Background: an optimization exercise with open tools, aiming at small area and a short achievable clock period. Do not read the settings as production practice. Where RTL was checked, it was by simulation tests only, not by an equivalence proof against the original. Only the layout flow was run in runs 5 and 6; the RTL was not checked for function there. Power and IR drop assume default switching activity.

$ cat flow/flow/run.sh
#!/bin/bash
export CUSTOM_ABC_SCRIPT=$PWD/flow/abc.script
bash standard.sh ADDER_MAP_FILE= "BUFFER_PORTS_ARGS=-buffer_cell sky130_fd_sc_hd__buf_4" "CTS_ARGS=-sink_clustering_enable -repair_clock_nets -buf_list sky130_fd_sc_hd__clkbuf_8 -sink_clustering_size 20 -sink_clustering_max_diameter 50 -dont_use_dummy_load" SYNTH_SCRIPT=$PWD/flow/synth_custom.tcl finish > standard.log 2>&1
$ cat flow/flow/abc.script
&get -n
&st
&dch
&nf -R 20
&put
buffer -c
topo
stime -c
upsize -c
dnsize -c
$ cat flow/flow/synth_custom.tcl
# The standard synthesis script (synth_recipe.tcl), with one change:
# the ABC mapping step uses flow/abc.script in place of ORFS's speed script.
# Registers are mapped before ABC runs, so they are the same as the
# standard synthesis's.
proc synth {args} { yosys synth -nofsm -noshare {*}$args }
proc abc {args} {
  set i [lsearch -exact $args -script]
  if {$i >= 0} { lset args [expr {$i + 1}] $::env(CUSTOM_ABC_SCRIPT) }
  yosys abc {*}$args
}
source $::env(SCRIPTS_DIR)/synth.tcl
# left out here: clear keep_hierarchy, flatten, clean up, hide names made inside functions, write 1_2_yosys.v
$ cat flow/standard.sh
#!/bin/bash
# synth_recipe.tcl (not shown) runs the flow's synth.tcl, then flattens the netlist and writes it again
# the make line also repeats each setting of config.mk as NAME=value (left out here)
make -C /OpenROAD-flow-scripts/flow DESIGN_CONFIG=/design/flow/config.mk WORK_HOME=/design/flow/orfs CLKGATE_MAP_FILE= SYNTH_SCRIPT=/design/flow/synth_recipe.tcl "${@:-finish}"
$ cat flow/config.mk
export PLATFORM = sky130hd
export DESIGN_NAME = cpu_top
export DESIGN_NICKNAME = cpu_top
export VERILOG_FILES = /design/flow/design.v
export SDC_FILE = /design/flow/constraint.sdc
export NUM_CORES = 4
export LEC_CHECK = 0
export CAP_MARGIN = 20
export CORE_MARGIN = 2
export CORE_UTILIZATION = 60
export PLACE_DENSITY = 0.7
export SETUP_SLACK_MARGIN = 2.9
export SLEW_MARGIN = 20
$ cat flow/constraint.sdc
create_clock -name core_clock -period 5.5 [get_ports {clk}]
set_input_delay 1.1000 -clock core_clock [delete_from_list [all_inputs] [get_ports {clk}]]
set_output_delay 1.1000 -clock core_clock [all_outputs]
set_load 0.01 [all_outputs]
$ cat flow/design.v
`default_nettype none
package cpu_pkg;
	localparam int word_width = 16;
	localparam int reg_count = 4;
	localparam int reg_addr_width = 2;
	localparam int dmem_depth = 16;
	localparam int dmem_addr_width = 4;
	localparam logic [3:0] op_adi = 4'd4;
	localparam logic [3:0] op_ori = 4'd5;
	localparam logic [3:0] op_lhi = 4'd6;
	localparam logic [3:0] op_lwd = 4'd7;
	localparam logic [3:0] op_swd = 4'd8;
	localparam logic [3:0] op_rtype = 4'd15;
	localparam logic [5:0] fn_add = 6'd0;
	localparam logic [5:0] fn_sub = 6'd1;
	localparam logic [5:0] fn_and = 6'd2;
	localparam logic [5:0] fn_orr = 6'd3;
	localparam logic [5:0] fn_not = 6'd4;
	localparam logic [5:0] fn_tcp = 6'd5;
	localparam logic [5:0] fn_shl = 6'd6;
	localparam logic [5:0] fn_shr = 6'd7;
	localparam logic [5:0] fn_wwd = 6'd28;
	localparam logic [5:0] fn_hlt = 6'd29;
	typedef struct packed {
		logic inv;
		logic s_sum;
		logic s_or;
		logic s_and;
		logic s_shr;
		logic s_mem;
		logic wr;
		logic sw;
		logic wwd;
		logic hlt;
	} ctrl_t;
endpackage
`default_nettype wire
`default_nettype none
module control (
	input  logic              [15:0] inst,
	input  logic                     ex_wr,
	input  logic              [1:0]  ex_dest,
	output cpu_pkg::ctrl_t           ctrl,
	output logic              [1:0]  dest,
	output logic              [1:0]  b_reg,
	output logic                     a_rd,
	output logic                     b_rd,
	output logic              [15:0] imm,
	output logic                     fwd_a,
	output logic                     fwd_b
);
	logic [1:0] rs;
	logic [1:0] rt;
	logic       a_use;
	logic       b_use;
	logic       a_hit;
	logic       b_hit;
	logic       imm_lo;
	logic       imm_sx;
	logic       imm_hi;
	assign rs = inst[11:10];
	assign rt = inst[9:8];
	always_comb begin
		ctrl = '0;
		a_use = 1'b1;
		b_use = 1'b0;
		b_reg = rt;
		imm_lo = 1'b0;
		imm_sx = 1'b0;
		imm_hi = 1'b0;
		case (inst[15:12])
			cpu_pkg::op_adi: begin
				imm_lo = 1'b1;
				imm_sx = 1'b1;
				ctrl.s_sum = 1'b1;
				ctrl.wr = 1'b1;
			end
			cpu_pkg::op_ori: begin
				imm_lo = 1'b1;
				ctrl.s_or = 1'b1;
				ctrl.wr = 1'b1;
			end
			cpu_pkg::op_lhi: begin
				imm_hi = 1'b1;
				ctrl.s_sum = 1'b1;
				ctrl.wr = 1'b1;
				a_use = 1'b0;
			end
			cpu_pkg::op_lwd: begin
				ctrl.s_mem = 1'b1;
				ctrl.wr = 1'b1;
			end
			cpu_pkg::op_swd: begin
				ctrl.sw = 1'b1;
				b_use = 1'b1;
			end
			cpu_pkg::op_rtype: begin
				b_use = 1'b1;
				ctrl.wr = 1'b1;
				case (inst[5:0])
					cpu_pkg::fn_add: ctrl.s_sum = 1'b1;
					cpu_pkg::fn_sub: begin
						ctrl.inv = 1'b1;
						ctrl.s_sum = 1'b1;
					end
					cpu_pkg::fn_and: ctrl.s_and = 1'b1;
					cpu_pkg::fn_orr: ctrl.s_or = 1'b1;
					cpu_pkg::fn_not: begin
						ctrl.inv = 1'b1;
						ctrl.s_or = 1'b1;
						a_use = 1'b0;
						b_reg = rs;
					end
					cpu_pkg::fn_tcp: begin
						ctrl.inv = 1'b1;
						ctrl.s_sum = 1'b1;
						a_use = 1'b0;
						b_reg = rs;
					end
					cpu_pkg::fn_shl: begin
						ctrl.s_sum = 1'b1;
						b_reg = rs;
					end
					cpu_pkg::fn_shr: ctrl.s_shr = 1'b1;
					cpu_pkg::fn_wwd: begin
						ctrl.wr = 1'b0;
						ctrl.wwd = 1'b1;
						ctrl.s_sum = 1'b1;
						b_use = 1'b0;
					end
					cpu_pkg::fn_hlt: begin
						ctrl.wr = 1'b0;
						ctrl.hlt = 1'b1;
						a_use = 1'b0;
						b_use = 1'b0;
					end
					default: begin
						ctrl.wr = 1'b0;
						a_use = 1'b0;
						b_use = 1'b0;
					end
				endcase
			end
			default: begin
				a_use = 1'b0;
			end
		endcase
	end
	assign imm[7:0] = imm_lo ? inst[7:0] : 8'd0;
	assign imm[15:8] = imm_hi ? inst[7:0] : {8{imm_sx && inst[7]}};
	assign a_hit = ex_wr && ex_dest == rs;
	assign b_hit = ex_wr && ex_dest == b_reg;
	assign fwd_a = a_use && a_hit;
	assign fwd_b = b_use && b_hit;
	assign a_rd = a_use && !a_hit;
	assign b_rd = b_use && !b_hit;
	assign dest = (inst[15:12] == cpu_pkg::op_rtype) ? inst[7:6] : inst[9:8];
endmodule
`default_nettype wire
`default_nettype none
module reg_file (
	input  logic        clk,
	input  logic        rst,
	input  logic [1:0]  rs,
	input  logic [1:0]  b_reg,
	input  logic        a_rd,
	input  logic        b_rd,
	input  logic [15:0] imm,
	output logic [15:0] rs_data,
	output logic [15:0] rt_data,
	input  logic [3:0]  off,
	input  logic        we_next,
	input  logic [1:0]  wr_addr_next,
	input  logic [15:0] ex_result,
	output logic [15:0] line,
	input  logic        we,
	input  logic [1:0]  wr_addr,
	input  logic [15:0] wr_data
);
	logic [15:0] regs [4];
	logic [15:0] rd_a;
	logic [15:0] rd_b;
	logic [3:0]  reg_addr;
	logic [3:0]  fwd_addr;
	logic [3:0]  addr;
	always_ff @(posedge clk) begin
		for (int i = 0; i < 4; i++) begin
			if (rst || (we && wr_addr == 2'(i))) begin
				regs[i] <= rst ? '0 : wr_data;
			end
		end
	end
	assign rd_a = (we && wr_addr == rs) ? wr_data : regs[rs];
	assign rd_b = (we && wr_addr == b_reg) ? wr_data : regs[b_reg];
	assign rs_data = a_rd ? rd_a : '0;
	assign rt_data = b_rd ? rd_b : imm;
	assign reg_addr = rd_a[3:0] + off;
	assign fwd_addr = ex_result[3:0] + off;
	assign addr = (we_next && wr_addr_next == rs) ? fwd_addr : reg_addr;
	assign line = 16'd1 << addr;
endmodule
`default_nettype wire
`default_nettype none
module id_ex_reg (
	input  logic                     clk,
	input  logic                     rst,
	input  logic                     inst_valid,
	input  cpu_pkg::ctrl_t           dec_ctrl,
	input  logic              [1:0]  dec_dest,
	input  logic              [15:0] dec_op_a,
	input  logic              [15:0] dec_op_b,
	input  logic                     dec_fwd_a,
	input  logic                     dec_fwd_b,
	input  logic              [15:0] dec_line,
	output cpu_pkg::ctrl_t           ex_ctrl,
	output logic              [15:0] ex_op_a,
	output logic              [15:0] ex_op_b,
	output logic                     ex_fwd_a,
	output logic                     ex_fwd_b,
	output logic              [1:0]  ex_dest,
	output logic              [15:0] ex_line
);
	always_ff @(posedge clk) begin
		if (rst || !inst_valid) begin
			ex_ctrl <= '0;
		end else begin
			ex_ctrl <= dec_ctrl;
		end
	end
	always_ff @(posedge clk) begin
		ex_op_a <= dec_op_a;
		ex_op_b <= dec_op_b;
		ex_fwd_a <= dec_fwd_a;
		ex_fwd_b <= dec_fwd_b;
		ex_dest <= dec_dest;
		ex_line <= dec_line;
	end
endmodule
`default_nettype wire
`default_nettype none
module execute_stage (
	input  logic                     clk,
	input  logic                     rst,
	input  cpu_pkg::ctrl_t           ex_ctrl,
	input  logic              [1:0]  ex_dest,
	input  logic              [15:0] ex_op_a,
	input  logic              [15:0] ex_op_b,
	input  logic                     ex_fwd_a,
	input  logic                     ex_fwd_b,
	input  logic              [15:0] ex_line,
	output logic                     ex_wr,
	output logic              [15:0] ex_result,
	output logic                     wb_valid,
	output logic              [1:0]  wb_reg,
	output logic              [15:0] wb_data,
	output logic                     out_valid,
	output logic              [15:0] out_data,
	output logic                     halted
);
	logic        halted_q;
	logic        wb_valid_q;
	logic        out_valid_q;
	logic [1:0]  wb_reg_q;
	logic [15:0] wb_data_q;
	logic        live;
	logic [15:0] a;
	logic [15:0] b;
	logic [15:0] bx;
	logic [16:0] sum_c;
	logic [15:0] sum;
	logic [15:0] mem_rdata;
	logic [15:0] result;
	logic [15:0] dmem [16];
	assign live = !halted_q;
	assign a = ({16{ex_fwd_a}} & wb_data_q) | ex_op_a;
	assign b = ({16{ex_fwd_b}} & wb_data_q) | ex_op_b;
	assign bx = ex_ctrl.inv ? ~b : b;
	assign sum_c = {a, 1'b1} + {bx, ex_ctrl.inv};
	assign sum = sum_c[16:1];
	always_comb begin
		mem_rdata = '0;
		for (int i = 0; i < 16; i++) begin
			mem_rdata = mem_rdata | ({16{ex_line[i]}} & dmem[i]);
		end
	end
	assign result = ({16{ex_ctrl.s_sum}} & sum) |
		({16{ex_ctrl.s_or}} & (a | bx)) |
		({16{ex_ctrl.s_and}} & (a & b)) |
		({16{ex_ctrl.s_shr}} & {a[15], a[15:1]}) |
		({16{ex_ctrl.s_mem}} & mem_rdata);
	assign ex_wr = live && ex_ctrl.wr;
	assign ex_result = result;
	always_ff @(posedge clk) begin
		for (int i = 0; i < 16; i++) begin
			if (rst || (live && ex_ctrl.sw && ex_line[i])) begin
				dmem[i] <= rst ? '0 : b;
			end
		end
	end
	always_ff @(posedge clk) begin
		if (rst) begin
			wb_valid_q <= 1'b0;
			out_valid_q <= 1'b0;
			halted_q <= 1'b0;
		end else begin
			wb_valid_q <= ex_wr;
			out_valid_q <= live && ex_ctrl.wwd;
			halted_q <= halted_q || (live && ex_ctrl.hlt);
		end
	end
	always_ff @(posedge clk) begin
		wb_reg_q <= ex_dest;
		wb_data_q <= result;
	end
	assign wb_valid = wb_valid_q;
	assign wb_reg = wb_reg_q;
	assign wb_data = wb_data_q;
	assign out_valid = out_valid_q;
	assign out_data = wb_data_q;
	assign halted = halted_q;
endmodule
`default_nettype wire
`default_nettype none
module cpu_top (
	input  logic                               clk,
	input  logic                               rst,
	input  logic                               inst_valid,
	input  logic [cpu_pkg::word_width-1:0]     inst,
	output logic                               wb_valid,
	output logic [cpu_pkg::reg_addr_width-1:0] wb_reg,
	output logic [cpu_pkg::word_width-1:0]     wb_data,
	output logic                               out_valid,
	output logic [cpu_pkg::word_width-1:0]     out_data,
	output logic                               halted
);
	cpu_pkg::ctrl_t dec_ctrl;
	cpu_pkg::ctrl_t ex_ctrl;
	logic [1:0]  dec_dest;
	logic [1:0]  dec_b_reg;
	logic        dec_a_rd;
	logic        dec_b_rd;
	logic [15:0] dec_imm;
	logic        dec_fwd_a;
	logic        dec_fwd_b;
	logic [15:0] dec_op_a;
	logic [15:0] dec_op_b;
	logic [15:0] dec_line;
	logic [15:0] ex_op_a;
	logic [15:0] ex_op_b;
	logic        ex_fwd_a;
	logic        ex_fwd_b;
	logic [1:0]  ex_dest;
	logic [15:0] ex_line;
	logic        ex_wr;
	logic [15:0] ex_result;
	control u_control (
		.inst    (inst),
		.ex_wr   (ex_wr),
		.ex_dest (ex_dest),
		.ctrl    (dec_ctrl),
		.dest    (dec_dest),
		.b_reg   (dec_b_reg),
		.a_rd    (dec_a_rd),
		.b_rd    (dec_b_rd),
		.imm     (dec_imm),
		.fwd_a   (dec_fwd_a),
		.fwd_b   (dec_fwd_b)
	);
	reg_file u_reg_file (
		.clk          (clk),
		.rst          (rst),
		.rs           (inst[11:10]),
		.b_reg        (dec_b_reg),
		.a_rd         (dec_a_rd),
		.b_rd         (dec_b_rd),
		.imm          (dec_imm),
		.rs_data      (dec_op_a),
		.rt_data      (dec_op_b),
		.off          (inst[3:0]),
		.we_next      (ex_wr),
		.wr_addr_next (ex_dest),
		.ex_result    (ex_result),
		.line         (dec_line),
		.we           (wb_valid),
		.wr_addr      (wb_reg),
		.wr_data      (wb_data)
	);
	id_ex_reg u_id_ex_reg (
		.clk        (clk),
		.rst        (rst),
		.inst_valid (inst_valid),
		.dec_ctrl   (dec_ctrl),
		.dec_dest   (dec_dest),
		.dec_op_a   (dec_op_a),
		.dec_op_b   (dec_op_b),
		.dec_fwd_a  (dec_fwd_a),
		.dec_fwd_b  (dec_fwd_b),
		.dec_line   (dec_line),
		.ex_ctrl    (ex_ctrl),
		.ex_op_a    (ex_op_a),
		.ex_op_b    (ex_op_b),
		.ex_fwd_a   (ex_fwd_a),
		.ex_fwd_b   (ex_fwd_b),
		.ex_dest    (ex_dest),
		.ex_line    (ex_line)
	);
	execute_stage u_execute_stage (
		.clk       (clk),
		.rst       (rst),
		.ex_ctrl   (ex_ctrl),
		.ex_dest   (ex_dest),
		.ex_op_a   (ex_op_a),
		.ex_op_b   (ex_op_b),
		.ex_fwd_a  (ex_fwd_a),
		.ex_fwd_b  (ex_fwd_b),
		.ex_line   (ex_line),
		.ex_wr     (ex_wr),
		.ex_result (ex_result),
		.wb_valid  (wb_valid),
		.wb_reg    (wb_reg),
		.wb_data   (wb_data),
		.out_valid (out_valid),
		.out_data  (out_data),
		.halted    (halted)
	);
endmodule
`default_nettype wire
==> impl_metrics.yaml, run 1 <==
run_status:
  outcome: "finished clean"
final_layout:
  finalInstanceArea_mm2: 0.0189
  nNetsFinal: 1378
  final_common_cell: "edfxtp_1"
  antenna_cells: 0
  area_growth_pct: 13.6
  final_cell_mix: "edfxtp_1, nand2_1, buf_4"
  fin_util_pct: 69.6
  final_cells: 1729
  drive_above_1_share_pct: 21.4
  fillers: 1873
floorplanning:
  start_util_pct: 61.3
  coreArea_mm2: 0.0271
  die_area_mm2: 0.0290
  die_h_um: 170
  ioPinCount: 56
  rows: 60
  die_w_um: 170
pwr:
  seqPwrFrac_pct: 62.4
  p_clk_share_pct: 26.2
  power_density_mw_per_mm2: 300
  power_switching_mw: 1.40
  swShare_pct: 24.8
  pwr-share-comb_pct: 11.4
  ir_worst_vdd_v: 0.000284
  p_leak_nw: 6.92
  internal-power_mw: 4.26
  finalPower_mw: 5.66
yosys:
  synthMuxAreaShare_pct: 0.301
  ys_seq_area_share_pct: 67.9
  synthSimpleGateAreaFrac_pct: 9.87
  synth-seq-cells: 403
  yosysUniqueCellTypes: 63
  async_reset_ff_share_pct: 0
  synthFlopType: "edfxtp_1"
  synth_fp_nets: 1297
  yosys.area_share.adder_pct: 0.0829
  synth_top_family_by_area: "compound AO/OA/AOI/OAI gates"
  synth_compound_area_share_pct: 15.4
  syn-cell-area_mm2: 0.0166
  yosys_warnings: 6
  synth_xor_area_share_pct: 3.43
  synth_edf_count: 320
  avgSynthCellArea_um2: 13.0
  synth_cells: 1278
critical_path:
  slowest_stage: "dfxtp_1"
  end_kind: "register"
  critPathKind: "reg -> reg"
  crit_chain: "buf_6, xnor2_4, xor2_2, nand2b_1, a31oi_4, xnor2_1, nand2_1, nand4_1, o21ai_2, xnor2_2, buf_4, xor2_4, nor2_1"
  cpPeakStageDelay_ns: 0.33
  cp-start-kind: "register"
  crit_required_ns: 5.90
  cp.arrival_ns: 3.29
  crit_fanout: 18
global_route:
  antenna_found_initial: 0
  overflow: 0
  grt_pass1_wl_mm: 65.6
  grt_start_max_net_pins: 58
  grt_pass1_vias: 10900
  gr-usage-all-layers_pct: 30.2
routing:
  post-route-drc-count: 0
  ant_nets: 0
  drt_pre_antenna_iters: 12
  vias: 11500
  drt_wl_total_mm: 44.4
  detail_route.wl_per_cell_um: 25.7
  drt-initial-drc-count: 1764
  avgViaCountPerCell: 6.67
sta:
  maxSlewViolCount: 0
  period_needed_ns: 2.89
  postLayoutSetupSlackWorst_ns: 2.61
  relSlewSlack_pct: 32.3
  fin_skew_ns: 0.104
  post-route-period-util_pct: 52.6
  tightest_slew_ns: 1.01
  max_freq_ghz: 0.346
  finalHoldWorstSlack_ns: 0.393
  hold_viol_final: 0
  setup_viol: 0
  setup_tns_ns: 0
  rsz0062_at_grt: "true"
clock_tree:
  clock_tree.root_cell: "clkbuf_8"
  clockBufferDepth: 3
  h-tree-depth: 2
  clk_pin_slew_ns: 0.07
  numCtsBuffers: 36
  tritoncts: "yes"
  insertion_delay_ns: 0.59
  cts_hold_buf: 0
  cts_sinks: 403
place:
  dp_hpwl_mm: 25.9
  gp_congestion: 0.902
  dp_cells: 1624
  port_buffers: 55
  place_ws_ns: 1.59
  dpl_cell_area_mm2: 0.0172
run:
  maxCapViolCount: 0
min_path:
  hp-class: "reg -> reg"
==> per-layer routing <==
layer	global-route usage (%)	share of wire, %	vias to the layer above
li1	-	-	5034
met1	40.8	39	5680
met2	50.1	49	711
met3	4.28	8.3	116
met4	11.7	3.9	0
met5	0	0	-
==> path summary, 6_finish.rpt <==
kind | from | end | slack, ns | cells past startpoint
max | u_id_ex_reg.ex_ctrl[9] | u_id_ex_reg.ex_line[4] | 2.61 | 13
min | u_id_ex_reg.ex_dest[0] | u_execute_stage.wb_reg_q[0] | 0.39 | 0
max reg2reg | u_id_ex_reg.ex_ctrl[9] | u_id_ex_reg.ex_line[4] | 2.61 | 13
min reg2reg | u_id_ex_reg.ex_dest[0] | u_execute_stage.wb_reg_q[0] | 0.39 | 0
==> timing repair <==
| action | CTS | global route |
|---|---|---|
| hold endpoints to repair | 0 | 0 |
| pin swaps | 54 | 40 |
| setup buffers | 39 | 23 |
| gates resized for setup | 90 | 83 |
| gates cloned | 3 | 3 |
| setup endpoints to repair | 47 | 54 |
==> kinds of logic (layout without fill, tap and decap cells) <==
logic type	after synthesis	after routing
AO/OA/AOI/OAI	349	349
XOR/XNOR	56	56
adder cells (fa/ha/maj)	1	1
buffers and inverters	108	184
flip-flops	403	403
multiplexers	4	4
AND/OR/NAND/NOR	357	360
==> sequential cells by signal, summed over array words and instances, names as in the netlist, 2 cells and up <==
name	count
u_execute_stage.wb_reg_q	2
u_reg_file.regs	64
u_id_ex_reg.ex_ctrl	10
u_id_ex_reg.ex_dest	2
u_id_ex_reg.ex_line	16
u_id_ex_reg.ex_op_a	16
u_id_ex_reg.ex_op_b	16
u_execute_stage.dmem	256
u_execute_stage.wb_data_q	16
==> final cells by class <==
class / instances / area (um2) / area share [%]
flip-flops and latches: 403 / 11300 / 59.9
multi-input cells: 770 / 5330 / 28.3
inverters: 9 / 33.8 / 0.179
well taps: 372 / 465 / 2.47
repair buffers: 139 / 1230 / 6.54
clock buffers: 36 / 495 / 2.63
==> critical path, delay by kind of cell (launching register included) <==
kind,cells,cell delay [ns]
flip-flops,1,0.33
AND/OR/NAND/NOR,4,0.42
buffers and inverters,2,0.50
XOR/XNOR,5,0.97
AO/OA/AOI/OAI,2,0.53
==> power groups by stage <==
| stage | sequential (mW) | combinational (mW) | clock (mW) |
|---|---|---|---|
| CTS | 3.53 | 0.598 | 1.50 |
| finish | 3.53 | 0.645 | 1.49 |
| global route | 3.54 | 0.688 | 1.61 |
| detailed placement | 3.59 | 0.540 | 0 |
| floorplan | 3.53 | 0.386 | 0 |
| global placement | 3.59 | 0.533 | 0 |
==> cells in the mapped netlist (all sizes together), types with 33 or more instances <==
library cell  number  share of area, %
xnor2             38               2.3
o21ai             75               2.4
a21o              34               1.5
a222oi            67               4.0
nand2            143               3.2
a22oi             63               2.8
nand3             33              0.99
dfxtp             83                10
buf               34               1.3
clkbuf            65               1.5
a21oi             59               2.2
edfxtp           320                58
nor2              93               2.1
==> run 2: changes to the inputs <==
--- a/flow/config.mk
+++ b/flow/config.mk
@@ -11,3 +11,3 @@
 export PLACE_DENSITY = 0.7
-export SETUP_SLACK_MARGIN = 2.9
+export SETUP_SLACK_MARGIN = 2.6
 export SLEW_MARGIN = 20
==> impl_metrics.yaml, run 2 <==
run_status:
  outcome: "finished clean"
floorplanning:
  die_area_mm2: 0.0290
  coreArea_mm2: 0.0271
  die_w_um: 170
  die_h_um: 170
  start_util_pct: 61.3
  rows: 60
  ioPinCount: 56
routing:
  post-route-drc-count: 0
  avgViaCountPerCell: 6.51
  detail_route.wl_per_cell_um: 24.6
  drt_wl_total_mm: 41.5
  drt_pre_antenna_iters: 8
  vias: 11000
  ant_nets: 0
  drt-initial-drc-count: 1559
critical_path:
  crit_chain: "a222oi_1, nand4_1, o21ai_2, nand4_2, o21ai_4, xnor2_2, o21ai_4, maj3_4, xnor2_4, nor2_1"
  cp-start-kind: "register"
  r2r_start: "u_execute_stage.dmem[1][1]"
  cp.arrival_ns: 3.25
  crit_fanout: 8
  rr_endpoint: "u_id_ex_reg.ex_line[9]"
  reg2reg_slack_ns: 2.67
  rr_worst_depth: 10
  cpPeakStageDelay_ns: 0.48
  crit_required_ns: 5.93
  slowest_stage: "a222oi_1"
  critPathKind: "reg -> reg"
  path_common_cell: "o21ai_4"
  critPathLaunch: "u_execute_stage.dmem[1][1]"
  end_kind: "register"
final_layout:
  nNetsFinal: 1338
  largest_reg_flops: 256
  drive_above_1_share_pct: 17.3
  final_cell_mix: "edfxtp_1, nand2_1, buf_4"
  top_regs: "u_execute_stage.dmem x256, u_reg_file.regs x64"
  final_cells: 1689
  final_common_cell: "edfxtp_1"
  largest_register: "u_execute_stage.dmem"
  antenna_cells: 0
  area_growth_pct: 9.74
yosys:
  ys_seq_area_share_pct: 67.9
  synth_top_area_share_pct: 57.9
  yosys.cell_count.top_type: "edfxtp_1"
  synth_area_leaders: "edfxtp_1, dfxtp_1, a222oi_1"
  synth_fp_nets: 1297
  yosysUniqueCellTypes: 63
  syn-cell-area_mm2: 0.0166
  synth_commonest_cells: "edfxtp_1, nand2_1, nor2_1, dfxtp_1, o21ai_0"
  synthFlopType: "edfxtp_1"
  yosysTopAreaCell: "edfxtp_1"
  synth-seq-cells: 403
  yosys_warnings: 6
  synth_cells: 1278
  async_reset_ff_share_pct: 0
  synth_edf_count: 320
  avgSynthCellArea_um2: 13.0
sta:
  setup_tns_ns: 0
  maxSlewViolCount: 0
  fin_skew_ns: 0.0586
  tightest_slew_ns: 1.05
  post-route-period-util_pct: 51.4
  rsz0062_at_grt: "true"
  setup_viol: 0
  period_needed_ns: 2.83
  postLayoutSetupSlackWorst_ns: 2.67
  relSlewSlack_pct: 30.0
  finalHoldWorstSlack_ns: 0.394
  hold_viol_final: 0
  max_freq_ghz: 0.354
place:
  port_buffers: 55
  gp_congestion: 0.917
  dp_hpwl_mm: 25.7
  place_ws_ns: 1.63
  dp_cells: 1619
global_route:
  overflow: 0
  antenna_found_initial: 0
  grt_pass1_wl_mm: 62.0
  grt_pass1_vias: 10600
  gr-usage-all-layers_pct: 28.7
  grt_start_max_net_pins: 58
pwr:
  power_density_mw_per_mm2: 308
  finalPower_mw: 5.61
  ir_worst_vdd_v: 0.000271
  p_leak_nw: 6.60
min_path:
  hold_start: "u_id_ex_reg.ex_dest[0]"
  hold_path_end: "u_execute_stage.wb_reg_q[0]"
  hp-class: "reg -> reg"
  holdPathStages: 0
clock_tree:
  numCtsBuffers: 36
  clk_pin_slew_ns: 0.09
  cts_hold_buf: 0
  clock_tree.root_cell: "clkbuf_8"
  clockBufferDepth: 3
  h-tree-depth: 2
  insertion_delay_ns: 0.58
  cts_sinks: 403
  tritoncts: "yes"
run:
  maxCapViolCount: 0
==> run 2: cell types whose count changed in the layout (fill, tap and decap cells not counted), sizes merged <==
cell	before	now
buf	138	102
and3	8	5
clkbuf	37	36
==> run 2: cell type report <==
type	instances	area [um2]
clock buffer	36	495
multi-input combinational	767	5110
timing repair buffer	102	797
sequential	403	11300
fill	1947	8880
tap	372	465
inverter	9	33.8
==> run 2: through the flow <==
stage / util [%] / cell area (um2)
after CTS: 65.6 / 17800
final: 67.2 / 18200
after global routing: 67.2 / 18200
after floorplan: - / 16600
after global placement: 63.2 / 17100
after detailed placement: 63.2 / 17100
==> run 2: cells by family (layout without fill, tap and decap cells) <==
kind of cell               count (synthesis)  count (layout)  share of synthesized area [%]
DFF                                      403             403                           67.9
and+or+nand+nor                          357             357                           9.87
AOI/OAI and AO/OA                        349             349                           15.4
buffers and inverters                    108             147                           3.01
xor gates and xnor gates                  56              56                           3.43
muxes                                      4               4                          0.301
adders and majority gates                  1               1                         0.0829
==> run 2: power breakdown <==
part	switching (mW)	internal [mW]	leakage, nW
Sequential	0.103	3.43	3.99
Clock	0.907	0.587	0.259
Combinational	0.375	0.210	2.36
==> run 2: how the worst max path moves through the flow <==
| stage | endpoint | slack (ns) | cells past startpoint |
|---|---|---|---|
| after CTS | u_id_ex_reg.ex_line[1] | 2.60 | 13 |
| after detailed placement | u_id_ex_reg.ex_op_b[9] | 1.63 | 10 |
| after global routing | u_id_ex_reg.ex_line[10] | 2.54 | 10 |
| final | u_id_ex_reg.ex_line[9] | 2.67 | 10 |
| after global placement | u_id_ex_reg.ex_line[5] | 1.71 | 13 |
| after floorplan | u_id_ex_reg.ex_op_b[1] | 2.39 | 11 |
==> run 2: critical path: cells and delay by family (launching register included) <==
kind / cells / cell delay [ns]
AND/OR/NAND/NOR: 3 / 0.48
XOR/XNOR: 2 / 0.42
AO/OA/AOI/OAI: 4 / 1.04
flip-flops: 1 / 0.37
adder cells (fa/ha/maj): 1 / 0.39
==> run 2: repair_timing <==
action / 4_1_cts / 5_1_grt
buffers inserted: 9 / 23
pin swaps: 10 / 25
hold endpoints to repair: 0 / 0
gates resized for setup: 34 / 49
setup endpoints to repair: 42 / 37
==> run 2: layer usage <==
layer  vias to the layer above  GRT usage, %  share of wire, %
met5                         -             0                 0
met1                      5425          39.5                41
li1                       4939             -                 -
met3                       100          3.35               7.0
met2                       527          47.2                48
met4                         0          11.2               3.9
==> run 3: changes to the inputs <==
--- a/flow/config.mk
+++ b/flow/config.mk
@@ -11,3 +11,3 @@
 export PLACE_DENSITY = 0.7
-export SETUP_SLACK_MARGIN = 2.6
+export SETUP_SLACK_MARGIN = 2.7
 export SLEW_MARGIN = 20
==> impl_metrics.yaml, run 3 <==
run_status:
  outcome: "finished clean"
yosys:
  ys_seq_area_share_pct: 67.9
  synth_top_area_share_pct: 57.9
  synthSimpleGateAreaFrac_pct: 9.87
  yosys.cell_count.top_type: "edfxtp_1"
  async_reset_ff_share_pct: 0
  synthFlopType: "edfxtp_1"
  synth_area_leaders: "edfxtp_1, dfxtp_1, a222oi_1"
  synth_top_family_by_area: "compound AO/OA/AOI/OAI gates"
  synth_edf_count: 320
  synth_compound_area_share_pct: 15.4
  synth_commonest_cells: "edfxtp_1, nand2_1, nor2_1, dfxtp_1, o21ai_0"
  avgSynthCellArea_um2: 13.0
  yosysTopAreaCell: "edfxtp_1"
  synthMuxAreaShare_pct: 0.301
  yosys_warnings: 6
  syn-cell-area_mm2: 0.0166
  synth_cells: 1278
  synth_fp_nets: 1297
  yosysUniqueCellTypes: 63
  synth_xor_area_share_pct: 3.43
  synth-seq-cells: 403
  yosys.area_share.adder_pct: 0.0829
floorplanning:
  start_util_pct: 61.3
  die_w_um: 170
  rows: 60
  coreArea_mm2: 0.0271
  die_h_um: 170
  ioPinCount: 56
  die_area_mm2: 0.0290
clock_tree:
  numCtsBuffers: 38
  clock_tree.root_cell: "clkbuf_8"
  cts_sinks: 403
  h-tree-depth: 2
  cts_hold_buf: 0
  clk_pin_slew_ns: 0.08
  insertion_delay_ns: 0.57
  clockBufferDepth: 3
  tritoncts: "yes"
sta:
  fin_skew_ns: 0.0809
  post-route-period-util_pct: 52.2
  rsz0062_at_grt: "true"
  setup_viol: 0
  period_needed_ns: 2.87
  tightest_slew_ns: 1.06
  maxSlewViolCount: 0
  hold_viol_final: 0
  setup_tns_ns: 0
  relSlewSlack_pct: 29.3
  max_freq_ghz: 0.348
critical_path:
  rr_worst_depth: 11
  crit_chain: "buf_8, a222oi_1, nand4_1, o21ai_2, nand4_2, o21ai_2, xnor2_2, o21ai_4, maj3_4, xor2_4, nor2_1"
  slowest_stage: "a222oi_1"
  cp.arrival_ns: 3.31
  cp-start-kind: "register"
  crit_required_ns: 5.94
  crit_fanout: 8
  path_delay_family: "compound AO/OA/AOI/OAI gates"
  worst-path-stages: 11
  path_common_cell: "o21ai_2"
  critPathKind: "reg -> reg"
  critPathBufInv: 1
  cpPeakStageDelay_ns: 0.49
  end_kind: "register"
pwr:
  finalPower_mw: 5.64
  p_leak_nw: 6.60
  power_density_mw_per_mm2: 309
  ir_worst_vdd_v: 0.000286
final_layout:
  final_cell_mix: "edfxtp_1, nand2_1, buf_4"
  top_regs: "u_execute_stage.dmem x256, u_reg_file.regs x64"
  final_common_cell: "edfxtp_1"
  largest_reg_flops: 256
  largest_register: "u_execute_stage.dmem"
  antenna_cells: 0
  area_growth_pct: 9.74
  nNetsFinal: 1335
  drive_above_1_share_pct: 17.6
  fin_util_pct: 67.2
global_route:
  grt_pass1_wl_mm: 61.9
  gr-usage-all-layers_pct: 28.6
  antenna_found_initial: 0
  grt_pass1_vias: 10600
  overflow: 0
  grt_start_max_net_pins: 58
min_path:
  holdPathStages: 0
  hp-class: "reg -> reg"
routing:
  drt-initial-drc-count: 1588
  drt_pre_antenna_iters: 9
  ant_nets: 0
  vias: 10900
  post-route-drc-count: 0
  detail_route.wl_per_cell_um: 24.5
  avgViaCountPerCell: 6.45
  drt_wl_total_mm: 41.3
place:
  gp_congestion: 0.890
  dp_hpwl_mm: 25.6
  port_buffers: 55
run:
  maxCapViolCount: 0
-- run 3: area by class of cell --
class                           count  area, um2
Multi-Input combinational cell    767       5110
Fill cell                        1984       8880
Sequential cell                   403      11300
Inverter                            9       33.8
Timing Repair Buffer               97        774
Tap cell                          372        465
Clock buffer                       38        523
-- run 3: worst register-to-register path, cell delays in order, from the launching register on --
cell and delay [ns]:
dfxtp_2 0.34, buf_8 0.12, a222oi_1 0.49, nand4_1 0.24, o21ai_2 0.24, nand4_2 0.13
o21ai_2 0.20, xnor2_2 0.16, o21ai_4 0.08, maj3_4 0.40, xor2_4 0.29, nor2_1 0.07
-- run 3: path summary, 6_finish.rpt --
| path | startpoint | slack, ns | to |
|---|---|---|---|
| max | u_id_ex_reg.ex_line[0] | 2.63 | u_id_ex_reg.ex_line[5] |
| min | u_id_ex_reg.ex_dest[0] | 0.40 | u_execute_stage.wb_reg_q[0] |
| max reg2reg | u_id_ex_reg.ex_line[0] | 2.63 | u_id_ex_reg.ex_line[5] |
| min reg2reg | u_id_ex_reg.ex_dest[0] | 0.40 | u_execute_stage.wb_reg_q[0] |
-- run 3: what timing repair did --
action / in CTS / in global routing
pin swaps: 19 / 28
gates resized for setup: 47 / 42
setup endpoints to repair: 43 / 34
buffers inserted: 10 / 19
-- run 3: layer usage --
layer  global-route usage [%]  up-vias  wire, um
li1                         -     4926         -
met1                     38.2     5279     16700
met2                     47.3      582     19900
met3                     4.19       96      3290
met4                     11.7        0      1470
met5                        0        -         0
-- run 3: logic make-up after synthesis --
family / Yosys count
XOR/XNOR: 56
AO/OA/AOI/OAI: 349
AND/OR/NAND/NOR: 357
flip-flops: 403
multiplexers: 4
buffers and inverters: 108
adder cells (fa/ha/maj): 1
-- run 3: stage by stage --
| stage | instance area [um2] | worst slack (ns) | hold slack (ns) | instances |
|---|---|---|---|---|
| 6_report | 18200 | 2.63 | 0.398 | 1686 |
| 5_1_grt | 18200 | 2.51 | 0.407 | 1686 |
| 4_1_cts | 17900 | 2.62 | 0.402 | 1667 |
| 3_5_place_dp | 17100 | 1.68 | 0.394 | 1619 |
| 3_3_place_gp | 17100 | 1.73 | 0.393 | 1619 |
| 2_1_floorplan | 16600 | 2.39 | 0.373 | 1278 |
-- run 3: report_power, final --
group / total [mW] / leakage [nW] / switching, mW / internal, mW
combinational: 0.558 / 2.34 / 0.356 / 0.202
clock: 1.53 / 0.273 / 0.908 / 0.618
sequential: 3.56 / 3.99 / 0.124 / 3.43
==> run 4: changes to the inputs <==
--- a/flow/config.mk
+++ b/flow/config.mk
@@ -7,3 +7,3 @@
 export LEC_CHECK = 0
-export CAP_MARGIN = 20
+export CAP_MARGIN = 5
 export CORE_MARGIN = 2
@@ -11,3 +11,3 @@
 export PLACE_DENSITY = 0.7
-export SETUP_SLACK_MARGIN = 2.7
-export SLEW_MARGIN = 20
+export SETUP_SLACK_MARGIN = 2.6
+export SLEW_MARGIN = 5
==> impl_metrics.yaml, run 4 <==
yosys:
  synth_top_area_share_pct: 57.9
  yosysTopAreaCell: "edfxtp_1"
  synth_fp_nets: 1297
  synthFlopType: "edfxtp_1"
  synth_cells: 1278
  synth-seq-cells: 403
  ys_seq_area_share_pct: 67.9
  syn-cell-area_mm2: 0.0166
  avgSynthCellArea_um2: 13.0
  synth_commonest_cells: "edfxtp_1, nand2_1, nor2_1, dfxtp_1, o21ai_0"
  yosys_warnings: 6
  yosysUniqueCellTypes: 63
  async_reset_ff_share_pct: 0
  synth_edf_count: 320
  yosys.cell_count.top_type: "edfxtp_1"
  synth_area_leaders: "edfxtp_1, dfxtp_1, a222oi_1"
sta:
  fin_skew_ns: 0.0569
  relSlewSlack_pct: 14.5
  hold_viol_final: 0
  rsz0062_at_grt: "true"
  setup_tns_ns: 0
  maxSlewViolCount: 0
  period_needed_ns: 2.83
  finalHoldWorstSlack_ns: 0.394
  tightest_slew_ns: 1.28
  max_freq_ghz: 0.354
  setup_viol: 0
  post-route-period-util_pct: 51.4
critical_path:
  cp.arrival_ns: 3.25
  rr_endpoint: "u_id_ex_reg.ex_line[9]"
  r2r_start: "u_id_ex_reg.ex_fwd_b"
  reg2reg_slack_ns: 2.67
  end_kind: "register"
  crit_required_ns: 5.92
  critPathKind: "reg -> reg"
  rr_worst_depth: 12
  crit_fanout: 8
  crit_end: "u_id_ex_reg.ex_line[9]"
  cp-start-kind: "register"
  critPathLaunch: "u_id_ex_reg.ex_fwd_b"
floorplanning:
  start_util_pct: 61.3
  die_h_um: 170
  die_w_um: 170
  die_area_mm2: 0.0290
  ioPinCount: 56
  coreArea_mm2: 0.0271
  rows: 60
clock_tree:
  clock_tree.root_cell: "clkbuf_8"
  insertion_delay_ns: 0.57
  clk_pin_slew_ns: 0.08
  h-tree-depth: 2
  tritoncts: "yes"
  cts_sinks: 403
  numCtsBuffers: 36
  clockBufferDepth: 3
pwr:
  p_clk_share_pct: 26.5
  finalPower_mw: 5.60
  pwr-share-comb_pct: 10.4
  p_leak_nw: 6.59
  swShare_pct: 24.5
  ir_worst_vdd_v: 0.000269
  internal-power_mw: 4.23
  seqPwrFrac_pct: 63.1
  power_density_mw_per_mm2: 308
  power_switching_mw: 1.38
routing:
  avgViaCountPerCell: 6.48
  drt-initial-drc-count: 1576
  detail_route.wl_per_cell_um: 24.5
  drt_pre_antenna_iters: 6
  post-route-drc-count: 0
  ant_nets: 0
  drt_wl_total_mm: 41.3
  vias: 10900
global_route:
  grt_pass1_vias: 10600
  gr-usage-all-layers_pct: 28.7
  antenna_found_initial: 0
  overflow: 0
  grt_start_max_net_pins: 58
  grt_pass1_wl_mm: 62.0
place:
  port_buffers: 55
  dp_hpwl_mm: 25.7
  gp_congestion: 0.917
final_layout:
  final_cell_mix: "edfxtp_1, nand2_1, buf_4"
  largest_register: "u_execute_stage.dmem"
  drive_above_1_share_pct: 17.0
  fillers: 1948
  area_growth_pct: 9.62
  top_regs: "u_execute_stage.dmem x256, u_reg_file.regs x64"
  largest_reg_flops: 256
  final_common_cell: "edfxtp_1"
  antenna_cells: 0
  nNetsFinal: 1336
run_status:
  outcome: "finished clean"
run:
  maxCapViolCount: 0
min_path:
  hp-class: "reg -> reg"
run 4: cell counts after synthesis:
Identical to the previous run, type by type.
run 4: final cells by class:
cell class,count,area [um2],area share [%]
clock buffers,36,495,2.72
inverters,9,33.8,0.186
multi-input cells,767,5110,28.1
flip-flops and latches,403,11300,62.2
well taps,372,465,2.56
repair buffers,100,782,4.30
run 4: worst min path at each step:
stage	start	to	slack [ns]	cells after the start
3_5_place_dp	u_id_ex_reg.ex_dest[1]	u_execute_stage.wb_reg_q[1]	0.39	0
6_report	u_id_ex_reg.ex_dest[0]	u_execute_stage.wb_reg_q[0]	0.39	0
5_1_grt	u_id_ex_reg.ex_dest[0]	u_execute_stage.wb_reg_q[0]	0.41	0
3_3_place_gp	u_id_ex_reg.ex_dest[0]	u_execute_stage.wb_reg_q[0]	0.39	0
2_1_floorplan	u_id_ex_reg.ex_dest[0]	u_execute_stage.wb_reg_q[0]	0.37	0
4_1_cts	u_id_ex_reg.ex_dest[0]	u_execute_stage.wb_reg_q[0]	0.40	0
run 4: routing by layer:
metal,up-vias,wire (um),GRT usage [%]
li1,4940,-,-
met1,5375,17000,39.5
met2,515,19800,47.2
met3,102,2920,3.35
met4,0,1630,11.2
met5,-,0,0
run 4: repair_timing:
action / 4_1_cts / 5_1_grt
pin swaps: 10 / 25
resized for setup: 34 / 49
endpoints found under the hold margin: 0 / 0
buffers inserted: 9 / 23
setup endpoints to repair: 42 / 37
hold buffers: 0 / 0
run 4: logic make-up after synthesis:
group / share of synthesized area [%]
fa+ha+maj: 0.0829
compound gates: 15.4
xor+xnor: 3.43
simple gates: 9.87
flops: 67.9
mux: 0.301
buf+inv: 3.01
run 4: worst max-delay path, cell delays in order (launching register included):
cell,delay (ns)
dfxtp_4,0.40
buf_6,0.17
a21oi_4,0.23
xnor2_1,0.17
nor2_1,0.07
a221o_1,0.25
nand3b_1,0.20
o21ai_2,0.21
nand2b_4,0.18
o21ai_4,0.08
maj3_4,0.39
xnor2_4,0.26
nor2_1,0.10
run 4: power groups by stage:
stage,combinational [mW],sequential [mW],clock [mW]
6_report,0.584,3.53,1.49
5_1_grt,0.629,3.55,1.61
4_1_cts,0.529,3.54,1.51
3_5_place_dp,0.504,3.62,0
3_3_place_gp,0.498,3.61,0
2_1_floorplan,0.385,3.53,0
run 4: per-stage QoR:
step | worst slack [ns] | std cells | util [%] | area (um2)
5_1_grt | 2.54 | 1687 | 67.2 | 18200
2_1_floorplan | 2.39 | 1278 | - | 16600
3_3_place_gp | 1.71 | 1619 | 63.2 | 17100
6_report | 2.67 | 1687 | 67.2 | 18200
3_5_place_dp | 1.63 | 1619 | 63.2 | 17100
4_1_cts | 2.60 | 1664 | 65.6 | 17800
==> run 5: changes to the inputs <==
--- a/flow/design.v
+++ b/flow/design.v
@@ -174,3 +174,3 @@
 	input  logic [15:0] ex_result,
-	output logic [15:0] line,
+	output logic [3:0]  addr,
 	input  logic        we,
@@ -184,3 +184,2 @@
 	logic [3:0]  fwd_addr;
-	logic [3:0]  addr;
 	always_ff @(posedge clk) begin
@@ -199,3 +198,2 @@
 	assign addr = (we_next && wr_addr_next == rs) ? fwd_addr : reg_addr;
-	assign line = 16'd1 << addr;
 endmodule
@@ -213,3 +211,3 @@
 	input  logic                     dec_fwd_b,
-	input  logic              [15:0] dec_line,
+	input  logic              [3:0]  dec_addr,
 	output cpu_pkg::ctrl_t           ex_ctrl,
@@ -220,3 +218,3 @@
 	output logic              [1:0]  ex_dest,
-	output logic              [15:0] ex_line
+	output logic              [3:0]  ex_addr
 );
@@ -235,3 +233,3 @@
 		ex_dest <= dec_dest;
-		ex_line <= dec_line;
+		ex_addr <= dec_addr;
 	end
@@ -249,3 +247,3 @@
 	input  logic                     ex_fwd_b,
-	input  logic              [15:0] ex_line,
+	input  logic              [3:0]  ex_addr,
 	output logic                     ex_wr,
@@ -279,2 +277,4 @@
 	assign sum = sum_c[16:1];
+	logic [15:0] line;
+	assign line = 16'd1 << ex_addr;
 	always_comb begin
@@ -282,3 +282,3 @@
 		for (int i = 0; i < 16; i++) begin
-			mem_rdata = mem_rdata | ({16{ex_line[i]}} & dmem[i]);
+			mem_rdata = mem_rdata | ({16{line[i]}} & dmem[i]);
 		end
@@ -294,3 +294,3 @@
 		for (int i = 0; i < 16; i++) begin
-			if (rst || (live && ex_ctrl.sw && ex_line[i])) begin
+			if (rst || (live && ex_ctrl.sw && line[i])) begin
 				dmem[i] <= rst ? '0 : b;
@@ -346,3 +346,3 @@
 	logic [15:0] dec_op_b;
-	logic [15:0] dec_line;
+	logic [3:0]  dec_addr;
 	logic [15:0] ex_op_a;
@@ -352,3 +352,3 @@
 	logic [1:0]  ex_dest;
-	logic [15:0] ex_line;
+	logic [3:0]  ex_addr;
 	logic        ex_wr;
@@ -382,3 +382,3 @@
 		.ex_result    (ex_result),
-		.line         (dec_line),
+		.addr         (dec_addr),
 		.we           (wb_valid),
@@ -397,3 +397,3 @@
 		.dec_fwd_b  (dec_fwd_b),
-		.dec_line   (dec_line),
+		.dec_addr   (dec_addr),
 		.ex_ctrl    (ex_ctrl),
@@ -404,3 +404,3 @@
 		.ex_dest    (ex_dest),
-		.ex_line    (ex_line)
+		.ex_addr    (ex_addr)
 	);
@@ -415,3 +415,3 @@
 		.ex_fwd_b  (ex_fwd_b),
-		.ex_line   (ex_line),
+		.ex_addr   (ex_addr),
 		.ex_wr     (ex_wr),
==> flow/config.mk (replaced) <==
export PLATFORM = sky130hd
export DESIGN_NAME = cpu_top
export DESIGN_NICKNAME = cpu_top
export VERILOG_FILES = /design/flow/design.v
export SDC_FILE = /design/flow/constraint.sdc
export NUM_CORES = 4
export LEC_CHECK = 0
export CAP_MARGIN = 20
export CORE_MARGIN = 2
export CORE_UTILIZATION = 65
export PLACE_DENSITY = 0.75
export SETUP_SLACK_MARGIN = 2.75
export SLEW_MARGIN = 20
==> impl_metrics.yaml, run 5 <==
yosys:
  synth_commonest_cells: "edfxtp_1, nand2_1, nor2_1, dfxtp_1, clkbuf_1"
  async_reset_ff_share_pct: 0
  synth_cells: 1250
  synth_fp_nets: 1269
  yosys_warnings: 6
  synth-seq-cells: 391
  synthFlopType: "edfxtp_1"
  avgSynthCellArea_um2: 13.0
  ys_seq_area_share_pct: 67.9
  syn-cell-area_mm2: 0.0162
  yosysUniqueCellTypes: 62
  yosysTopAreaCell: "edfxtp_1"
  yosys.cell_count.top_type: "edfxtp_1"
  synth_edf_count: 320
  synth_area_leaders: "edfxtp_1, dfxtp_1, a222oi_1"
  synth_top_area_share_pct: 59.2
min_path:
  hold_start: "u_id_ex_reg.ex_dest[0]"
  hold_path_end: "u_execute_stage.wb_reg_q[0]"
  hp-class: "reg -> reg"
  holdPathStages: 0
critical_path:
  reg2reg_slack_ns: 2.36
  r2r_start: "u_id_ex_reg.ex_addr[0]"
  rr_endpoint: "u_execute_stage.wb_data_q[10]"
  end_kind: "register"
  crit_chain: "buf_6, nor4bb_4, buf_6, a222oi_1, nand3_1, a221o_1, a221o_1, a221o_1, a221o_1, a222oi_1, nand3_1"
  cp-start-kind: "register"
  path_common_cell: "a221o_1"
  crit_required_ns: 5.89
  path_delay_family: "compound AO/OA/AOI/OAI gates"
  worst-path-stages: 11
  slowest_stage: "a222oi_1"
  rr_worst_depth: 11
  critPathBufInv: 2
  critPathKind: "reg -> reg"
  crit_fanout: 5
  cp.arrival_ns: 3.53
  cpPeakStageDelay_ns: 0.41
global_route:
  gr-usage-all-layers_pct: 30.9
  grt_start_max_net_pins: 58
  grt_pass1_vias: 10700
  overflow: 0
  grt_pass1_wl_mm: 61.1
  antenna_found_initial: 0
final_layout:
  final_common_cell: "edfxtp_1"
  largest_register: "u_execute_stage.dmem"
  area_growth_pct: 13.7
  fin_util_pct: 75.7
  nNetsFinal: 1357
  fillers: 1604
  largest_reg_flops: 256
  finalInstanceArea_mm2: 0.0185
  final_cell_mix: "edfxtp_1, nand2_1, buf_4"
  top_regs: "u_execute_stage.dmem x256, u_reg_file.regs x64"
  final_cells: 1660
  drive_above_1_share_pct: 21.3
  multi_input_area_mm2: 0.00528
  seqCellArea_mm2: 0.0111
  antenna_cells: 0
floorplanning:
  ioPinCount: 56
  start_util_pct: 66.6
  rows: 57
  die_w_um: 162
  die_area_mm2: 0.0263
  die_h_um: 162
  coreArea_mm2: 0.0244
run_status:
  outcome: "finished clean"
place:
  port_buffers: 55
  place_ws_ns: 1.68
  gp_congestion: 0.891
  dp_hpwl_mm: 25.4
  dp_cells: 1558
  dpl_cell_area_mm2: 0.0170
sta:
  hold_viol_final: 0
  tightest_slew_ns: 1.11
  period_needed_ns: 3.14
  fin_skew_ns: 0.0834
  relSlewSlack_pct: 25.9
  max_freq_ghz: 0.318
  rsz0062_at_grt: "true"
  setup_viol: 0
  post-route-period-util_pct: 57.1
  maxSlewViolCount: 0
  finalHoldWorstSlack_ns: 0.401
  setup_tns_ns: 0
  postLayoutSetupSlackWorst_ns: 2.36
clock_tree:
  clockBufferDepth: 3
  insertion_delay_ns: 0.58
  cts_hold_buf: 0
  clk_pin_slew_ns: 0.08
  h-tree-depth: 2
  cts_sinks: 391
  numCtsBuffers: 34
  clock_tree.root_cell: "clkbuf_8"
  tritoncts: "yes"
routing:
  post-route-drc-count: 0
  drt_pre_antenna_iters: 6
  vias: 11200
  detail_route.wl_per_cell_um: 25.3
  avgViaCountPerCell: 6.75
  drt-initial-drc-count: 1661
  drt_wl_total_mm: 42.1
  ant_nets: 0
pwr:
  ir_worst_vdd_v: 0.000269
  power_density_mw_per_mm2: 303
  finalPower_mw: 5.59
  p_leak_nw: 6.81
run:
  maxCapViolCount: 0
run 5: changes by cell type in the layout (fill, tap and decap cells not counted), sizes merged, moves of 8 or more:
cell	before	now
nor2	93	75
buf	100	140
a22oi	63	54
dfxtp	83	71
a221o	1	14
xor2	18	8
a222oi	67	59
run 5: how the worst max path moves through the flow:
stage / from / to
2_1_floorplan: inst[10] / u_id_ex_reg.ex_addr[3]
5_1_grt: u_id_ex_reg.ex_addr[0] / u_id_ex_reg.ex_addr[3]
3_3_place_gp: inst[3] / u_id_ex_reg.ex_op_b[10]
3_5_place_dp: inst[3] / u_id_ex_reg.ex_op_b[10]
4_1_cts: u_id_ex_reg.ex_addr[0] / u_execute_stage.wb_data_q[10]
6_report: u_id_ex_reg.ex_addr[0] / u_execute_stage.wb_data_q[10]
run 5: final cells by class:
| type | instances | share of cell area, % |
|---|---|---|
| Multi-Input combinational cell | 759 | 28.6 |
| Tap cell | 324 | 2.20 |
| Sequential cell | 391 | 59.9 |
| Inverter | 10 | 0.210 |
| Clock buffer | 34 | 2.53 |
| Timing Repair Buffer | 142 | 6.54 |
run 5: cells by family (layout without fill, tap and decap cells):
group / Yosys count / count (layout) / synth area share [%]
XOR/XNOR: 48 / 48 / 2.67
buffers and inverters: 102 / 186 / 2.85
AND/OR/NAND/NOR: 356 / 358 / 10.5
adder cells (fa/ha/maj): 2 / 2 / 0.123
flip-flops: 391 / 391 / 67.9
AO/OA/AOI/OAI: 348 / 348 / 15.7
multiplexers: 3 / 3 / 0.185
run 5: what timing repair did:
| item | CTS | global route |
|---|---|---|
| buffers inserted | 43 | 21 |
| pin swaps | 31 | 21 |
| endpoints found under the setup margin | 122 | 27 |
| gates resized for setup | 46 | 46 |
| cloned | 0 | 3 |
run 5: report_power, final:
group / total (mW) / internal (mW) / switching (mW)
clock network: 1.44 / 0.556 / 0.883
logic: 0.736 / 0.297 / 0.438
registers: 3.41 / 3.34 / 0.0760
run 5: layer usage:
| metal | part of all wire, % | vias up | track usage, % | wire, um |
|---|---|---|---|---|
| met2 | 49 | 594 | 52.1 | 20700 |
| met1 | 39 | 5524 | 40.5 | 16500 |
| li1 | - | 4987 | - | - |
| met3 | 7.6 | 105 | 5.01 | 3180 |
| met5 | 0 | - | 0 | 0 |
| met4 | 3.9 | 0 | 12.7 | 1620 |
==> run 6: changes to the inputs <==
--- a/flow/config.mk
+++ b/flow/config.mk
@@ -11,3 +11,3 @@
 export PLACE_DENSITY = 0.75
-export SETUP_SLACK_MARGIN = 2.75
+export SETUP_SLACK_MARGIN = 2.6
 export SLEW_MARGIN = 20
==> impl_metrics.yaml, run 6 <==
run_status:
  outcome: "finished clean"
global_route:
  grt_pass1_vias: 10400
  antenna_found_initial: 0
  grt_start_max_net_pins: 58
  gr-usage-all-layers_pct: 30.6
  overflow: 0
  grt_pass1_wl_mm: 60.7
pwr:
  seqPwrFrac_pct: 61.5
  power_switching_mw: 1.36
  pwr-share-comb_pct: 12.8
  swShare_pct: 24.5
  ir_worst_vdd_v: 0.000301
  internal-power_mw: 4.20
  power_density_mw_per_mm2: 307
  p_leak_nw: 6.64
  p_clk_share_pct: 25.7
yosys:
  synthSimpleGateAreaFrac_pct: 10.5
  ys_seq_area_share_pct: 67.9
  synth_top_area_share_pct: 59.2
  synth_compound_area_share_pct: 15.7
  synthFlopType: "edfxtp_1"
  yosysTopAreaCell: "edfxtp_1"
  yosys_warnings: 6
  synth_cells: 1250
  synth_fp_nets: 1269
  avgSynthCellArea_um2: 13.0
  async_reset_ff_share_pct: 0
  yosys.cell_count.top_type: "edfxtp_1"
  synth_top_family_by_area: "compound AO/OA/AOI/OAI gates"
  synth_area_leaders: "edfxtp_1, dfxtp_1, a222oi_1"
  yosys.area_share.adder_pct: 0.123
  synth_commonest_cells: "edfxtp_1, nand2_1, nor2_1, dfxtp_1, clkbuf_1"
  synth_edf_count: 320
  synth-seq-cells: 391
  synth_xor_area_share_pct: 2.67
  syn-cell-area_mm2: 0.0162
  synthMuxAreaShare_pct: 0.185
  yosysUniqueCellTypes: 62
min_path:
  hold_start: "u_id_ex_reg.ex_dest[0]"
  holdPathStages: 0
  hold_path_end: "u_execute_stage.wb_reg_q[0]"
  hp-class: "reg -> reg"
critical_path:
  reg2reg_slack_ns: 2.38
  crit_chain: "buf_6, nor4b_2, buf_6, a222oi_1, nand3_1, a221oi_2, nand3_1, o21ai_1, o211ai_1, nand2_1, o21ai_2, maj3_2, maj3_2, xnor2_1"
  slowest_stage: "dfxtp_4"
  cp.arrival_ns: 3.54
  r2r_start: "u_id_ex_reg.ex_addr[0]"
  cpPeakStageDelay_ns: 0.42
  cp-start-kind: "register"
  end_kind: "register"
  crit_fanout: 6
  critPathKind: "reg -> reg"
  rr_endpoint: "u_id_ex_reg.ex_addr[3]"
  crit_required_ns: 5.92
  rr_worst_depth: 14
  critPathLaunch: "u_id_ex_reg.ex_addr[0]"
place:
  port_buffers: 55
  dpl_cell_area_mm2: 0.0170
  gp_congestion: 0.873
  dp_hpwl_mm: 25.0
final_layout:
  antenna_cells: 0
  area_growth_pct: 11.7
  nNetsFinal: 1342
  final_common_cell: "edfxtp_1"
  largest_reg_flops: 256
  final_cell_mix: "edfxtp_1, nand2_1, buf_4"
  fillers: 1589
  largest_register: "u_execute_stage.dmem"
  finalInstanceArea_mm2: 0.0181
  drive_above_1_share_pct: 18.2
  top_regs: "u_execute_stage.dmem x256, u_reg_file.regs x64"
clock_tree:
  clk_pin_slew_ns: 0.09
  insertion_delay_ns: 0.57
  tritoncts: "yes"
  clockBufferDepth: 3
  clock_tree.root_cell: "clkbuf_8"
  numCtsBuffers: 35
  cts_hold_buf: 0
  cts_sinks: 391
  h-tree-depth: 2
floorplanning:
  ioPinCount: 56
  start_util_pct: 66.6
  coreArea_mm2: 0.0244
  die_w_um: 162
  die_area_mm2: 0.0263
  die_h_um: 162
  rows: 57
routing:
  detail_route.wl_per_cell_um: 24.7
  drt_wl_total_mm: 40.6
  drt_pre_antenna_iters: 6
  avgViaCountPerCell: 6.74
  ant_nets: 0
  post-route-drc-count: 0
  vias: 11100
  drt-initial-drc-count: 1665
sta:
  relSlewSlack_pct: 27.6
  rsz0062_at_grt: "true"
  setup_tns_ns: 0
  max_freq_ghz: 0.321
  post-route-period-util_pct: 56.7
  hold_viol_final: 0
  setup_viol: 0
  tightest_slew_ns: 1.08
  period_needed_ns: 3.12
  maxSlewViolCount: 0
  fin_skew_ns: 0.0957
run:
  maxCapViolCount: 0
[run 6: cell types whose count changed in the layout (fill, tap and decap cells not counted), moves of 8 or more]
cell	delta
buf_4	-12
a22oi_1	+9
a22oi_2	-9
xnor2_1	+9
o21ai_0	+8
xnor2_2	-8
[run 6: area by class of cell]
type	count	area, um2	share of cell area [%]
Clock buffer	35	482	2.66
Multi-Input combinational cell	757	5080	28.0
Sequential cell	391	11100	60.9
Inverter	10	38.8	0.214
Timing Repair Buffer	128	1080	5.94
Tap cell	324	405	2.23
[run 6: stage by stage]
stage / std cells / setup slack, ns / utilization (%) / hold WS (ns) / total power, mW
final: 1645 / 2.38 / 74.4 / 0.405 / 5.56
after global routing: 1645 / 2.29 / 74.4 / 0.425 / 5.73
after CTS: 1634 / 2.52 / 73.6 / 0.407 / 5.53
after global placement: 1560 / 1.84 / 69.5 / 0.397 / 4.05
after floorplan: 1250 / 2.50 / - / 0.373 / 3.84
after detailed placement: 1560 / 1.74 / 69.5 / 0.397 / 4.07
[run 6: power groups by stage]
stage | sequential [mW] | combinational (mW) | clock [mW]
detailed placement | 3.49 | 0.581 | 0
global route | 3.43 | 0.756 | 1.54
finish | 3.42 | 0.713 | 1.43
global placement | 3.48 | 0.571 | 0
floorplan | 3.44 | 0.403 | 0
CTS | 3.41 | 0.684 | 1.44
[run 6: kinds of logic after synthesis]
family | after synthesis
muxes | 3
and+or+nand+nor | 356
adders and majority gates | 2
DFF | 391
AOI/OAI and AO/OA | 348
xor gates and xnor gates | 48
buffers and inverters | 102
[run 6: timing repair]
| item | in CTS | in global routing |
|---|---|---|
| gates cloned | 1 | 0 |
| gates resized for setup | 45 | 19 |
| pin swaps | 24 | 13 |
| endpoints found under the setup margin | 42 | 26 |
| buffers inserted | 38 | 11 |
[run 6: how the worst max path moves through the flow]
stage                                    to  cells past startpoint
global placement    u_id_ex_reg.ex_op_b[10]                      9
CTS                  u_id_ex_reg.ex_addr[3]                     14
finish               u_id_ex_reg.ex_addr[3]                     14
global route         u_id_ex_reg.ex_addr[3]                     14
floorplan            u_id_ex_reg.ex_addr[3]                     12
detailed placement   u_id_ex_reg.ex_op_b[6]                      9
[run 6: worst max-delay path, delay by kind of cell (launching register included)]
| family | cells | cell delay [ns] |
|---|---|---|
| adder cells (fa/ha/maj) | 2 | 0.67 |
| flip-flops | 1 | 0.42 |
| XOR/XNOR | 1 | 0.12 |
| AO/OA/AOI/OAI | 5 | 1.02 |
| AND/OR/NAND/NOR | 4 | 0.51 |
| buffers and inverters | 2 | 0.27 |
[run 6: per-layer routing]
layer / routed length (um) / share of wire (%) / global-route usage, %
met1: 16300 / 40 / 42.3
met2: 19800 / 49 / 50.8
met3: 3030 / 7.5 / 3.65
met4: 1400 / 3.5 / 11.4
met5: 0 / 0 / 0

==> static timing again, ports no longer ideal <==
Ports are ideal in the flow. The routed layouts listed here were re-timed in OpenROAD.
Step 1 (the two cells are an assumption about what drives the block):
set clk [get_ports {clk}]
set_driving_cell -lib_cell sky130_fd_sc_hd__clkbuf_16 $clk
set_driving_cell -lib_cell sky130_fd_sc_hd__buf_2 [delete_from_list [all_inputs] $clk]
Step 2 also shifts input and output timing later by t, the mid clock arrival at the registers, as if the neighbouring blocks saw the same clock.
Three values: no drivers, after step 1, after step 2; two values: the first two.
run	t (ns)	setup WS [ns]	latest minus earliest clock arrival (ns)	worst register clock-pin slew, ns	pins driven straight from the clock port
run 1	0.581	2.609 / 2.609 / 2.062	0.105 / 0.104	0.12 / 0.12	1
run 2	0.596	2.673 / 2.673 / 2.115	0.061 / 0.060	0.12 / 0.12	1
run 3	0.585	2.630 / 2.630 / 2.141	0.094 / 0.094	0.11 / 0.11	1
run 4	0.592	2.672 / 2.672 / 2.116	0.059 / 0.059	0.11 / 0.11	1
run 5	0.579	2.358 / 2.358 / 1.925	0.088 / 0.088	0.12 / 0.12	1
run 6	0.567	2.381 / 2.381 / 1.999	0.106 / 0.106	0.12 / 0.12	1
After both steps every run listed still meets setup and hold. The setup slack of run 2, which loses most, moves by 0.000 ns with the drivers and by -0.558 ns with both steps.
